Background: an optimization exercise with open tools, aiming at small area, a short achievable clock period and few clock cycles per item. Do not read the settings as production practice.
At most, simulation tests tie the RTL to the original design; equivalence was not proved.

Setup of branch indigo:
// mesh_xy_hop_and_die_crossing_counter
module mesh_xy_hop_and_die_crossing_counter #(
  parameter int COORD_BITS = mxhd_pkg::COORD_BITS_DEF,
  parameter int TOTAL_BITS = mxhd_pkg::TOTAL_BITS_DEF
) (
  input  logic                              clk,
  input  logic                              rst_n,
  input  logic                              in_valid,
  output logic                              in_stall,
  input  logic                              in_operation,
  input  logic [COORD_BITS-1:0]             in_src_x,
  input  logic [COORD_BITS-1:0]             in_src_y,
  input  logic [COORD_BITS-1:0]             in_dest_x,
  input  logic [COORD_BITS-1:0]             in_dest_y,
  input  logic [mxhd_pkg::VOL_BITS-1:0]     in_volume,
  input  logic                              in_last_dest,
  output logic                              out_valid,
  input  logic                              out_stall,
  output logic [TOTAL_BITS-1:0]             out_onchip_hops_total,
  output logic [TOTAL_BITS-1:0]             out_crossing_hops_total,
  output logic                              out_saturated,
  input  logic                              cfg_valid,
  output logic                              cfg_ready,
  input  logic [mxhd_pkg::CFG_IDX_BITS-1:0] cfg_index,
  input  logic [mxhd_pkg::STEP_BITS-1:0]    cfg_data
);
For scale: about 4600 cells after synthesis, ~40000 µm² of cells after synthesis.
clock: 8.0 ns
lec_check: 0
cap_margin: 20
core_margin: 2
core_utilization: 40
slew_margin: 20
run.sh (not shown) runs the stock make flow with config.mk's settings and CLKGATE_MAP_FILE= SYNTH_SCRIPT=/design/flow/synth_recipe.tcl, a recipe that flattens the netlist after the stock synthesis.
| branch indigo | all stages done | FAIL | setup timing |
--- input diff branch indigo..branch ember ---
Settings: SETUP_SLACK_MARGIN now 3.5, previously not set.
Findings:
branch ember gives more cell area after layout than branch indigo did. The run showing the smaller clock-buffer cell count is branch ember. Although branch ember finished all stages, its layout failed final checks on setup timing. Taking branch indigo as the reference, in branch ember total CTS buffers up 2; routed metal-1 wirelength picked up an extra about 3%; final cell count lost about 0.9%. For the global-route usage over all layers, branch ember came in 0.30 points lower than branch indigo did. The global-route wire length before repair in branch ember was lower than what branch indigo gave. In the metrics for branch ember and branch indigo, the one carrying the higher post-route core utilization is branch ember.
No run of this note included a check of the RTL's function; only the layout flow was run.

mesh_xy_hop_and_die_crossing_counter, a different RTL version from the one above (not shown whole).
Size: ~4800 cells after synthesis, roughly 630 flip-flops, roughly 170 I/O pins.
export LEC_CHECK = 0
export CAP_MARGIN = 20
export CORE_MARGIN = 2
export CORE_UTILIZATION = 65
export SETUP_SLACK_MARGIN = 4.2
export SLEW_MARGIN = 20
export TNS_END_PERCENT = 10
create_clock -name core_clock -period 8.0 [get_ports {clk}]
Testbench counts at the start, summed over its fixed seeds: cycles 4,152, items 4,024.
Next try:
Settings changed: CORE_UTILIZATION 65 to 75, SETUP_SLACK_MARGIN 4.2 to 4.3, TNS_END_PERCENT 10 to not set.
What happened:
- synthesized cell count is unchanged
- critical path depth came out lower by 4
- sequential cell count does not change
- wire length rises by 8.5%
- non-clock buffer count is higher by 56
- via count is higher by 6.8%
- setup slack got worse by 0.036 ns
- utilization grows by 13 points
- register-to-register slack gets worse by 0.04 ns
- clock skew increases by 0.0044 ns
- sequential share of layout area went down by 0.63 points
Next try:
Settings changed: CORE_UTILIZATION 75 to 55, SETUP_SLACK_MARGIN 4.3 to 3.9.
Result: The changed run passed the timing, design-rule and antenna checks; final area went down by about 2.4%; via count came out lower by about 8%; synthesized area is unchanged; routed wire length shrinks by about 8%.
Next try:
Settings changed: CORE_UTILIZATION 55 to 65, SETUP_SLACK_MARGIN 3.9 to 4.2.
After rerunning:
- The changed run completed without violations
- via count rose by 2.3%
- global-route usage is higher by 4.2 points
- final area rose by 1.1%
- fmax grows by 4.2%
- routed wire length goes up by 0.43%
- first-iteration DRC count increases by 22%
- core utilization came out higher by 12 points
- clock-buffer cell count is lower by 16
- die area falls by 15%

mesh_xy_hop_and_die_crossing_counter, a different RTL version from the one above (not shown whole).
For scale: ~4900 cells after synthesis, ~690 flip-flops, about 170 I/O pins, about 0.050 sq mm of cells after synthesis.
// mesh_xy_hop_and_die_crossing_counter
module mesh_xy_hop_and_die_crossing_counter #(
  parameter int COORD_BITS = mxhd_pkg::COORD_BITS_DEF,
  parameter int TOTAL_BITS = mxhd_pkg::TOTAL_BITS_DEF
) (
  input  logic                              clk,
  input  logic                              rst_n,
  input  logic                              in_valid,
  output logic                              in_stall,
  input  logic                              in_operation,
  input  logic [COORD_BITS-1:0]             in_src_x,
  input  logic [COORD_BITS-1:0]             in_src_y,
  input  logic [COORD_BITS-1:0]             in_dest_x,
  input  logic [COORD_BITS-1:0]             in_dest_y,
  input  logic [mxhd_pkg::VOL_BITS-1:0]     in_volume,
  input  logic                              in_last_dest,
  output logic                              out_valid,
  input  logic                              out_stall,
  output logic [TOTAL_BITS-1:0]             out_onchip_hops_total,
  output logic [TOTAL_BITS-1:0]             out_crossing_hops_total,
  output logic                              out_saturated,
  input  logic                              cfg_valid,
  output logic                              cfg_ready,
  input  logic [mxhd_pkg::CFG_IDX_BITS-1:0] cfg_index,
  input  logic [mxhd_pkg::STEP_BITS-1:0]    cfg_data
);
  localparam int CB = COORD_BITS;
  localparam int SB = mxhd_pkg::STEP_BITS;
  localparam int TB = mxhd_pkg::TREE_BITS;
  ...
==> flow/config.mk <==
export PLATFORM = sky130hd
export DESIGN_NAME = mesh_xy_hop_and_die_crossing_counter
export DESIGN_NICKNAME = mesh_xy_hop_and_die_crossing_counter
export VERILOG_FILES = /design/flow/design.v
export SDC_FILE = /design/flow/constraint.sdc
export NUM_CORES = 4
export LEC_CHECK = 0
export CAP_MARGIN = 20
export CORE_MARGIN = 2
export CORE_UTILIZATION = 40
export SETUP_SLACK_MARGIN = 4.0
export SLEW_MARGIN = 20
==> flow/constraint.sdc <==
create_clock -name core_clock -period 8.0 [get_ports {clk}]
set_input_delay 1.6000 -clock core_clock [delete_from_list [all_inputs] [get_ports {clk}]]
set_output_delay 1.6000 -clock core_clock [all_outputs]
set_load 0.01 [all_outputs]
The baseline went through all stages and came out clean.
Testbench counts at the start, summed over its fixed seeds: cycles 4,152, items 4,024.
Next try:
- CORE_UTILIZATION: 40 -> 70
- SETUP_SLACK_MARGIN: 4.0 -> 4.3
Global-route usage went up by 16 points.
Critical path depth increases by 2.
Worst hold slack gains 0.016 ns.
Die area shrinks by about 40%.
Setup slack gains 0.058 ns.
Via count went up by 5.8%.
Final cell count came out lower by about 9%.
Register-to-register slack degrades by 0.03 ns.
Wire length climbs by about 4.4%.
Utilization goes up by 35 points.
Next try:
- CORE_UTILIZATION: 70 -> 40
Effect: Worst hold slack is worse by 0.027 ns; clock skew is about the same; design area climbs by 0.57%; sequential share of layout area drops by 0.20 points; sequential cell count does not change; die area climbs by 74%; count of clock-buffer cells in the layout climbs by 19.
Next try:
- CORE_UTILIZATION: 40 -> 60
- SETUP_SLACK_MARGIN: 4.3 -> 4.5
Effect:
- The new run passed the timing, design-rule and antenna checks
- die area drops by 33%
- global-route usage is higher by 11 points
- setup slack got worse by 0.015 ns
- wire length goes up by about 3.2%
- hold slack improved by 0.024 ns
- design area went up by about 2.4%
- maximum frequency is lower by 0.39%

## exp/onyx
mesh_xy_hop_and_die_crossing_counter with an RTL version that a note above also has.
Size: ~4800 cells after synthesis, about 630 flip-flops, ~49000 um^2 of cells after synthesis.
clock: 8.0 ns
lec_check: 0
cap_margin: 20
core_margin: 2
core_utilization: 65
setup_slack_margin: 4.1
slew_margin: 20
Testbench counts of exp/onyx, summed over its fixed seeds: cycles 4,152, items 4,024.
Modified inputs, exp/amber compared to exp/onyx
diff --git a/flow/config.mk b/flow/config.mk
--- a/flow/config.mk
+++ b/flow/config.mk
@@ -10,0 +11 @@
+export PLACE_DENSITY = 0.75
--- outcome ---
exp/amber: no failed stages, no open violations at the end. In exp/amber relative to exp/onyx, number of CTS-inserted buffers had gone down slightly. Between exp/amber and exp/onyx, the difference in final standard cell area without fillers is negligible. ~same cell count in exp/amber and exp/onyx. Clock sink total: exp/amber vs exp/onyx identical. Changes observed in exp/amber relative to exp/onyx: number of buffers and inverters on the critical path now sits higher.
Modified inputs, exp/pepper compared to exp/amber
diff --git a/flow/config.mk b/flow/config.mk
--- a/flow/config.mk
+++ b/flow/config.mk
@@ -11 +10,0 @@
-export PLACE_DENSITY = 0.75
@@ -13,0 +13 @@
+export TNS_END_PERCENT = 10
[summary]
- exp/pepper vs. exp/amber: number of buffers and inverters on the critical path went down 2, maximum frequency went down 0.0061 GHz, antenna cell count went up 1.
- On sequential share of layout area, exp/pepper and exp/amber are basically level.
- Between exp/pepper and exp/amber, the count of cell types in the netlist does not differ in any meaningful way.
- Cmp exp/pepper vs exp/amber: core occupancy in the finished layout lower in exp/pepper

== 06-16 ==
Another version of the RTL of mesh_xy_hop_and_die_crossing_counter (not shown whole).
For scale: about 420 flip-flops, roughly 170 I/O pins, about 44000 um2 of cells after synthesis.
clock: 8.0 ns
lec_check: 0
cap_margin: 20
core_margin: 2
core_utilization: 40
setup_slack_margin: 3
slew_margin: 20
Testbench counts of 06-16, summed over its fixed seeds: cycles 4,144, items 4,024.
Here is what was changed in the inputs of 08-05 compared with 06-16.
- clearing SETUP_SLACK_MARGIN, which used to be 3
Final wirelength in 08-05 is 9900 um below 06-16. Row final-layout fill cell count: 08-05 higher / 06-16 lower. Number of nets in the layout (lower): 08-05. In the reports for 08-05 and 06-16, the larger setup slack belongs to 06-16.

[separate check: timing with driven ports]
No port has a modelled driver above. Below, the same layouts with a new extraction and two added sets of constraints.
Step 1: set_driving_cell puts a clkbuf_16 on clk and a buf_2 on each other input, an assumption about the parent block.
Step 2 times the ports against the registers' clock, not the clock port: input delays grow and output delays shrink by t, the midpoint of the rising clock arrivals with the driver on.
a / b / c = no drivers / after step 1 / after step 2; a / b = the first two.
run | t (ns) | setup WS [ns] | hold slack, ns | worst data-port slew with drivers (ns)
branch indigo | 0.705 | -1.533 / -1.497 / -2.202 | 0.412 / 0.412 / 0.412 | 0.05
branch ember | 0.690 | -1.759 / -1.734 / -2.424 | 0.416 / 0.416 / 0.416 | 0.10
the first run of note 2 | 0.692 | 4.149 / 4.096 / 3.503 | 0.417 / 0.417 / 0.417 | 0.07
the second run of note 2 | 0.680 | 4.112 / 4.044 / 3.774 | 0.415 / 0.415 / 0.415 | 0.07
the third run of note 2 | 0.698 | 3.983 / 3.936 / 3.418 | 0.416 / 0.416 / 0.416 | 0.11
the fourth run of note 2 | 0.690 | 4.145 / 4.072 / 3.714 | 0.415 / 0.415 / 0.415 | 0.06
the first run of note 3 | 0.721 | 4.102 / 4.099 / 3.429 | 0.399 / 0.399 / 0.399 | 0.15
the second run of note 3 | 0.704 | 4.160 / 4.160 / 3.742 | 0.415 / 0.415 / 0.415 | 0.12
the third run of note 3 | 0.701 | 4.242 / 4.171 / 3.649 | 0.388 / 0.388 / 0.388 | 0.12
the fourth run of note 3 | 0.699 | 4.227 / 4.227 / 3.826 | 0.412 / 0.412 / 0.412 | 0.10
exp/onyx | 0.686 | 4.192 / 4.140 / 3.577 | 0.413 / 0.413 / 0.413 | 0.05
exp/amber | 0.671 | 4.119 / 4.127 / 3.494 | 0.412 / 0.412 / 0.412 | 0.06
exp/pepper | 0.685 | 4.024 / 3.954 / 3.510 | 0.411 / 0.411 / 0.411 | 0.11
06-16 | 0.704 | 1.948 / 1.948 / 1.948 | 0.378 / 0.378 / 0.378 | 0.13
08-05 | 0.692 | 0.625 / 0.625 / 0.625 | 0.404 / 0.404 / 0.404 | 0.12
The setup slack of the first run of note 3, which loses most, moves by -0.003 ns with the drivers and by -0.673 ns with both steps.
